Context: an optimization exercise on an open-source flow, tuned for small area and a short achievable clock period. The choices shown serve that exercise and are no tape-out recipe. The RTL was checked by simulation tests, not by an equivalence proof against the original design. Power is estimated from default activity; no workload was simulated.

## the previous run
==> flow/design.v <==
package chess_pkg;
    typedef logic [2:0]   coord_t;    
    typedef logic [7:0]   square_t;   
    typedef logic [511:0] board_t;    
    typedef logic [11:0]  disp_t;     
    typedef logic [2:0]   sound_t;
    typedef logic [2:0]   click_t;
    typedef enum logic [1:0] {
        st_play      = 2'b01,
        st_black_win = 2'b10,
        st_white_win = 2'b11
    } game_state_e;
    localparam logic color_white = 1'b0;
    localparam logic color_black = 1'b1;
    localparam logic [2:0] piece_king   = 3'd1;
    localparam logic [2:0] piece_queen  = 3'd2;
    localparam logic [2:0] piece_bishop = 3'd3;
    localparam logic [2:0] piece_knight = 3'd4;
    localparam logic [2:0] piece_rook   = 3'd5;
    localparam logic [2:0] piece_pawn   = 3'd6;
    localparam sound_t snd_select   = 3'd1;
    localparam sound_t snd_deselect = 3'd2;
    localparam sound_t snd_move     = 3'd3;
    localparam sound_t snd_capture  = 3'd4;
    localparam sound_t snd_illegal  = 3'd5;
    localparam sound_t snd_gameover = 3'd7;
    localparam click_t click_none     = 3'd0;
    localparam click_t click_select   = 3'd1;
    localparam click_t click_deselect = 3'd2;
    localparam click_t click_try_move = 3'd3;
    localparam click_t click_illegal  = 3'd4;
endpackage
module chess_top (
    input  logic         clk,
    input  logic         rstn,
    input  logic [2:0]   cursor_x,
    input  logic [2:0]   cursor_y,
    input  logic         is_pressed,
    output logic [1:0]   state,
    output logic [767:0] board_data,
    output logic [2:0]   sound_code,
    output logic         play_sound
);
    logic         prev_pressed;
    logic         turn;           
    logic         has_sel;
    logic [2:0]   sx, sy;         
    logic [2:0]   skind;          
    logic [255:0] brd;            
    wire [2:0] cx = cursor_x;
    wire [2:0] cy = cursor_y;
    wire [5:0] cpos = {cy, cx};
    wire [5:0] spos = {sy, sx};
    logic [63:0] cur_oh, sel_oh, occ;
    for (genvar i = 0; i < 64; i++) begin : g_dec
        assign cur_oh[i] = (cpos == 6'(i));
        assign sel_oh[i] = has_sel && (spos == 6'(i));
        assign occ[i]    = |brd[i*4 +: 3];
    end
    wire [31:0] t_rank = brd[{cy, 5'b00000} +: 32];
    wire [3:0]  t      = t_rank[{cx, 2'b00} +: 4];
    wire       t_occ  = |t[2:0];
    wire       t_king = (t[2:0] == 3'd1);
    wire       own    = t_occ && (t[3] == turn);
    wire       on_sel = has_sel && (cpos == spos);
    wire       click  = is_pressed && !prev_pressed && !state[1];
    logic [7:0] sxo, syo;
    for (genvar k = 0; k < 8; k++) begin : g_oh
        assign sxo[k] = (sx == 3'(k));
        assign syo[k] = (sy == 3'(k));
    end
    wire [7:0] mx1 = (sxo << 1) | (sxo >> 1);
    wire [7:0] my1 = (syo << 1) | (syo >> 1);
    wire [7:0] mx2 = (sxo << 2) | (sxo >> 2);
    wire [7:0] my2 = (syo << 2) | (syo >> 2);
    wire [7:0] mfw = turn ? (syo >> 1) : (syo << 1);    
    wire zx  = sxo[cx];
    wire zy  = syo[cy];
    wire ax1 = mx1[cx];
    wire ay1 = my1[cy];
    wire ax2 = mx2[cx];
    wire ay2 = my2[cy];
    wire on_d1 = ({1'b0, cx} + {1'b0, sy}) == ({1'b0, cy} + {1'b0, sx});
    wire on_d2 = ({1'b0, cx} + {1'b0, cy}) == ({1'b0, sx} + {1'b0, sy});
    wire straight = zx ^ zy;
    wire diagonal = (on_d1 || on_d2) && !zy;
    wire  [2:0] dsum  = sx + sy;
    wire  [2:0] ddiff = sy - sx;
    logic [7:0] o_line, o_file, bx, by;
    always_comb begin
        for (int k = 0; k < 8; k++) begin
            logic [2:0] ly;
            ly        = zy ? sy : on_d1 ? 3'(ddiff + 3'(k)) : 3'(dsum - 3'(k));
            o_line[k] = occ[{ly, 3'(k)}];
            o_file[k] = occ[{3'(k), sx}];
            bx[k]     = ((sx < 3'(k)) && (3'(k) < cx)) || ((cx < 3'(k)) && (3'(k) < sx));
            by[k]     = ((sy < 3'(k)) && (3'(k) < cy)) || ((cy < 3'(k)) && (3'(k) < sy));
        end
    end
    wire path_clear = zx ? !(|(o_file & by)) : !(|(o_line & bx));
    wire fwd_one = mfw[cy];
    wire fwd_two = turn ? (sy == 3'd6 && cy == 3'd4) : (sy == 3'd1 && cy == 3'd3);
    wire pawn_ok   = (zx && fwd_one && !t_occ)
                  || (zx && fwd_two && path_clear && !t_occ)
                  || (ax1 && fwd_one && t_occ);
    wire knight_ok = (ax1 && ay2) || (ax2 && ay1);
    wire king_ok   = (zx || ax1) && (zy || ay1);
    logic legal;
    always_comb begin
        case (skind)
            3'd6:    legal = pawn_ok;
            3'd4:    legal = knight_ok;
            3'd1:    legal = king_ok;
            3'd5:    legal = straight && path_clear;
            3'd3:    legal = diagonal && path_clear;
            3'd2:    legal = (straight || diagonal) && path_clear;
            default: legal = 1'b0;
        endcase
    end
    wire do_desel = click && on_sel;
    wire do_sel   = click && !on_sel && own;
    wire move     = click && !on_sel && !own && has_sel && legal;
    always_ff @(posedge clk or negedge rstn) begin
        if (!rstn) begin
            prev_pressed <= 1'b0;
            turn         <= 1'b0;
            has_sel      <= 1'b0;
            state        <= 2'b01;
            sound_code   <= 3'd0;
            play_sound   <= 1'b0;
        end else begin
            prev_pressed <= is_pressed;
            play_sound   <= click;
            if (click) begin
                if (on_sel) begin
                    has_sel    <= 1'b0;
                    sound_code <= 3'd2;
                end else if (own) begin
                    has_sel    <= 1'b1;
                    sound_code <= 3'd1;
                end else if (move) begin
                    has_sel    <= 1'b0;
                    turn       <= ~turn;
                    if (t_king) begin
                        sound_code <= 3'd7;
                        state      <= turn ? 2'b10 : 2'b11;
                    end else begin
                        sound_code <= t_occ ? 3'd4 : 3'd3;
                    end
                end else begin
                    sound_code <= 3'd5;
                end
            end
        end
    end
    always_ff @(posedge clk) begin
        if (do_sel) begin
            sx    <= cx;
            sy    <= cy;
            skind <= t[2:0];
        end
    end
    for (genvar i = 0; i < 64; i++) begin : g_sq
        localparam int X = i % 8;
        localparam int Y = i / 8;
        localparam logic [2:0] BACK = (X == 0 || X == 7) ? 3'd5 :
                                      (X == 1 || X == 6) ? 3'd4 :
                                      (X == 2 || X == 5) ? 3'd3 :
                                      (X == 3)           ? 3'd2 : 3'd1;
        localparam logic [3:0] INIT = (Y == 0) ? {1'b0, BACK} :
                                      (Y == 1) ? 4'b0110 :
                                      (Y == 6) ? 4'b1110 :
                                      (Y == 7) ? {1'b1, BACK} : 4'b0000;
        always_ff @(posedge clk or negedge rstn) begin
            if (!rstn) begin
                brd[i*4 +: 4] <= INIT;
            end else if (move && (cur_oh[i] || sel_oh[i])) begin
                brd[i*4 +: 4] <= cur_oh[i] ? {turn, skind} : 4'b0000;
            end
        end
        assign board_data[i*12 +: 12] = {2'b00, sel_oh[i], cur_oh[i] | sel_oh[i],
                                         3'b000, occ[i], brd[i*4 +: 4]};
    end
endmodule
Settings: LEC_CHECK=0, CAP_MARGIN=20, CORE_MARGIN=2, CORE_UTILIZATION=40, SETUP_SLACK_MARGIN=4, SLEW_MARGIN=20, TNS_END_PERCENT=10; clock period 10.0 ns.
standard.sh (not shown) runs the stock make flow with config.mk's settings and CLKGATE_MAP_FILE= SYNTH_SCRIPT=/design/flow/synth_recipe.tcl, a recipe that flattens the netlist after the stock synthesis.
==> flow/flow/run.sh <==
#!/bin/bash
# Standard ORFS layout with three changes: port buffers are the smallest
# buffer, constant output ports share tie cells with their neighbours on the
# die edge, and CTS uses no dummy loads.
set -euo pipefail
R=$PWD/orfs/results/sky130hd/chess_top/base
cfg() { sed -n "s/^export $1 *= *//p" config.mk | tail -1; }
BUFS=$(cfg CTS_BUF_LIST)
[ -n "$BUFS" ] || BUFS="sky130_fd_sc_hd__clkbuf_2 sky130_fd_sc_hd__clkbuf_4 sky130_fd_sc_hd__clkbuf_8"
CTS="-sink_clustering_enable -repair_clock_nets -dont_use_dummy_load -buf_list {$BUFS}"
[ -z "$(cfg CTS_CLUSTER_SIZE)" ] || CTS="$CTS -sink_clustering_size $(cfg CTS_CLUSTER_SIZE)"
[ -z "$(cfg CTS_CLUSTER_DIAMETER)" ] || CTS="$CTS -sink_clustering_max_diameter $(cfg CTS_CLUSTER_DIAMETER)"
export CTS_ARGS="$CTS"
echo "CTS_ARGS=$CTS_ARGS" > log_cts_args.txt
export BUFFER_PORTS_ARGS="-buffer_cell sky130_fd_sc_hd__buf_1"
bash standard.sh synth > log_synth.txt 2>&1
bash standard.sh $R/3_2_place_iop.odb > log_floorplan_iop.txt 2>&1
REGROUP_ODB=$R/3_2_place_iop.odb openroad -no_init -exit flow/regroup.tcl > log_regroup.txt 2>&1
bash standard.sh > log_finish.txt 2>&1
Other scripts of this flow, unchanged in this note and not shown: flow/flow/regroup.tcl
What the current run does differently from the previous run at the input level:
-- flow/design.v --
<<< the previous run, line 65
    wire       on_sel = has_sel && (cpos == spos);
    wire       click  = is_pressed && !prev_pressed && !state[1];
    logic [7:0] sxo, syo;
    for (genvar k = 0; k < 8; k++) begin : g_oh
        assign sxo[k] = (sx == 3'(k));
        assign syo[k] = (sy == 3'(k));
    end
    wire [7:0] mx1 = (sxo << 1) | (sxo >> 1);
    wire [7:0] my1 = (syo << 1) | (syo >> 1);
    wire [7:0] mx2 = (sxo << 2) | (sxo >> 2);
    wire [7:0] my2 = (syo << 2) | (syo >> 2);
    wire [7:0] mfw = turn ? (syo >> 1) : (syo << 1);    
    wire zx  = sxo[cx];
    wire zy  = syo[cy];
    wire ax1 = mx1[cx];
    wire ay1 = my1[cy];
    wire ax2 = mx2[cx];
    wire ay2 = my2[cy];
    wire on_d1 = ({1'b0, cx} + {1'b0, sy}) == ({1'b0, cy} + {1'b0, sx});
    wire on_d2 = ({1'b0, cx} + {1'b0, cy}) == ({1'b0, sx} + {1'b0, sy});
    wire straight = zx ^ zy;
    wire diagonal = (on_d1 || on_d2) && !zy;
    wire  [2:0] dsum  = sx + sy;
    wire  [2:0] ddiff = sy - sx;
    logic [7:0] o_line, o_file, bx, by;
    always_comb begin
        for (int k = 0; k < 8; k++) begin
            logic [2:0] ly;
            ly        = zy ? sy : on_d1 ? 3'(ddiff + 3'(k)) : 3'(dsum - 3'(k));
            o_line[k] = occ[{ly, 3'(k)}];
            o_file[k] = occ[{3'(k), sx}];
            bx[k]     = ((sx < 3'(k)) && (3'(k) < cx)) || ((cx < 3'(k)) && (3'(k) < sx));
>>> the current run, line 65
    wire       on_sel = has_sel && (cpos == spos);
    wire       click  = is_pressed && !prev_pressed && !state[1];
    wire [3:0] ddx = {1'b0, cx} - {1'b0, sx};
    wire [3:0] ddy = {1'b0, cy} - {1'b0, sy};
    wire zx  = (cx == sx);
    wire zy  = (cy == sy);
    wire ax1 = (ddx == 4'd1) || (ddx == 4'hf);
    wire ay1 = (ddy == 4'd1) || (ddy == 4'hf);
    wire ax2 = (ddx == 4'd2) || (ddx == 4'he);
    wire ay2 = (ddy == 4'd2) || (ddy == 4'he);
    wire [3:0] cdiff = {1'b0, cx} - {1'b0, cy};
    wire [3:0] csum  = {1'b0, cx} + {1'b0, cy};
    wire [3:0] sdiff = {1'b0, sx} - {1'b0, sy};
    wire [3:0] ssum  = {1'b0, sx} + {1'b0, sy};
    wire on_d1 = (cdiff == sdiff);
    wire on_d2 = (csum == ssum);
    wire straight = zx ^ zy;
    wire diagonal = (on_d1 || on_d2) && !zy;
    wire  [2:0] dsum  = sx + sy;
    wire  [2:0] ddiff = sy - sx;
    logic [7:0] oh, od1, od2, o_file, bx, by;
    always_comb begin
        for (int k = 0; k < 8; k++) begin
            oh[k]     = occ[{sy, 3'(k)}];
            od1[k]    = occ[{3'(ddiff + 3'(k)), 3'(k)}];
            od2[k]    = occ[{3'(dsum - 3'(k)), 3'(k)}];
            o_file[k] = occ[{3'(k), sx}];
            bx[k]     = ((sx < 3'(k)) && (3'(k) < cx)) || ((cx < 3'(k)) && (3'(k) < sx));
<<< the previous run, line 98
        end
    end
    wire path_clear = zx ? !(|(o_file & by)) : !(|(o_line & bx));
    wire fwd_one = mfw[cy];
    wire fwd_two = turn ? (sy == 3'd6 && cy == 3'd4) : (sy == 3'd1 && cy == 3'd3);
    wire pawn_ok   = (zx && fwd_one && !t_occ)
>>> the current run, line 94
        end
    end
    wire clear_h  = !(|(oh & bx));
    wire clear_d1 = !(|(od1 & bx));
    wire clear_d2 = !(|(od2 & bx));
    wire clear_f  = !(|(o_file & by));
    wire path_clear = zx ? clear_f : zy ? clear_h : on_d1 ? clear_d1 : clear_d2;
    wire fwd_one = turn ? (ddy == 4'hf) : (ddy == 4'd1);
    wire fwd_two = turn ? (sy == 3'd6 && cy == 3'd4) : (sy == 3'd1 && cy == 3'd3);
    wire pawn_ok   = (zx && fwd_one && !t_occ)
==> comparison <==
- The current run gives less data arrival time of the worst path than the previous run did.
- The share of the synthesized netlist area taken by xor and xnor gates number comes out higher for the previous run vs the current run.
- Sequential share of layout area was higher in the previous run than in the current run.
- Cmp the previous run and the current run / achievable frequency / higher: the current run
- The current run vs. the previous run: critical path depth went down by 1.
- The current run -> the previous run: sequential cell area delta 0, exact match
- Compared with the previous run, in the current run share of the clock period used by the worst path -2.6 points; combinational power share now sits lower.

[port drivers added, routing unchanged]
The flow's constraints put no driver on any port. The routed layouts listed below were extracted and timed again, unchanged, in two steps. Step 1 assumes that a clkbuf_16 drives the clock port and a buf_2 every other input. Step 2 times the ports against the registers' clock, not the clock port: input delays grow and output delays shrink by t, the midpoint of the rising clock arrivals with the driver on. Slacks: no drivers / after step 1 / after step 2; pairs: no drivers / after step 1.
run | t (ns) | slack for setup (ns) | cell pins on the clock port's net
the previous run | 0.627 | 3.709 / 3.652 / 3.488 | 1
the current run | 0.625 | 3.964 / 3.887 / 3.439 | 1
After both steps every run listed still meets setup and hold. The setup slack of the current run, which loses most, moves by -0.077 ns with the drivers and by -0.525 ns with both steps.
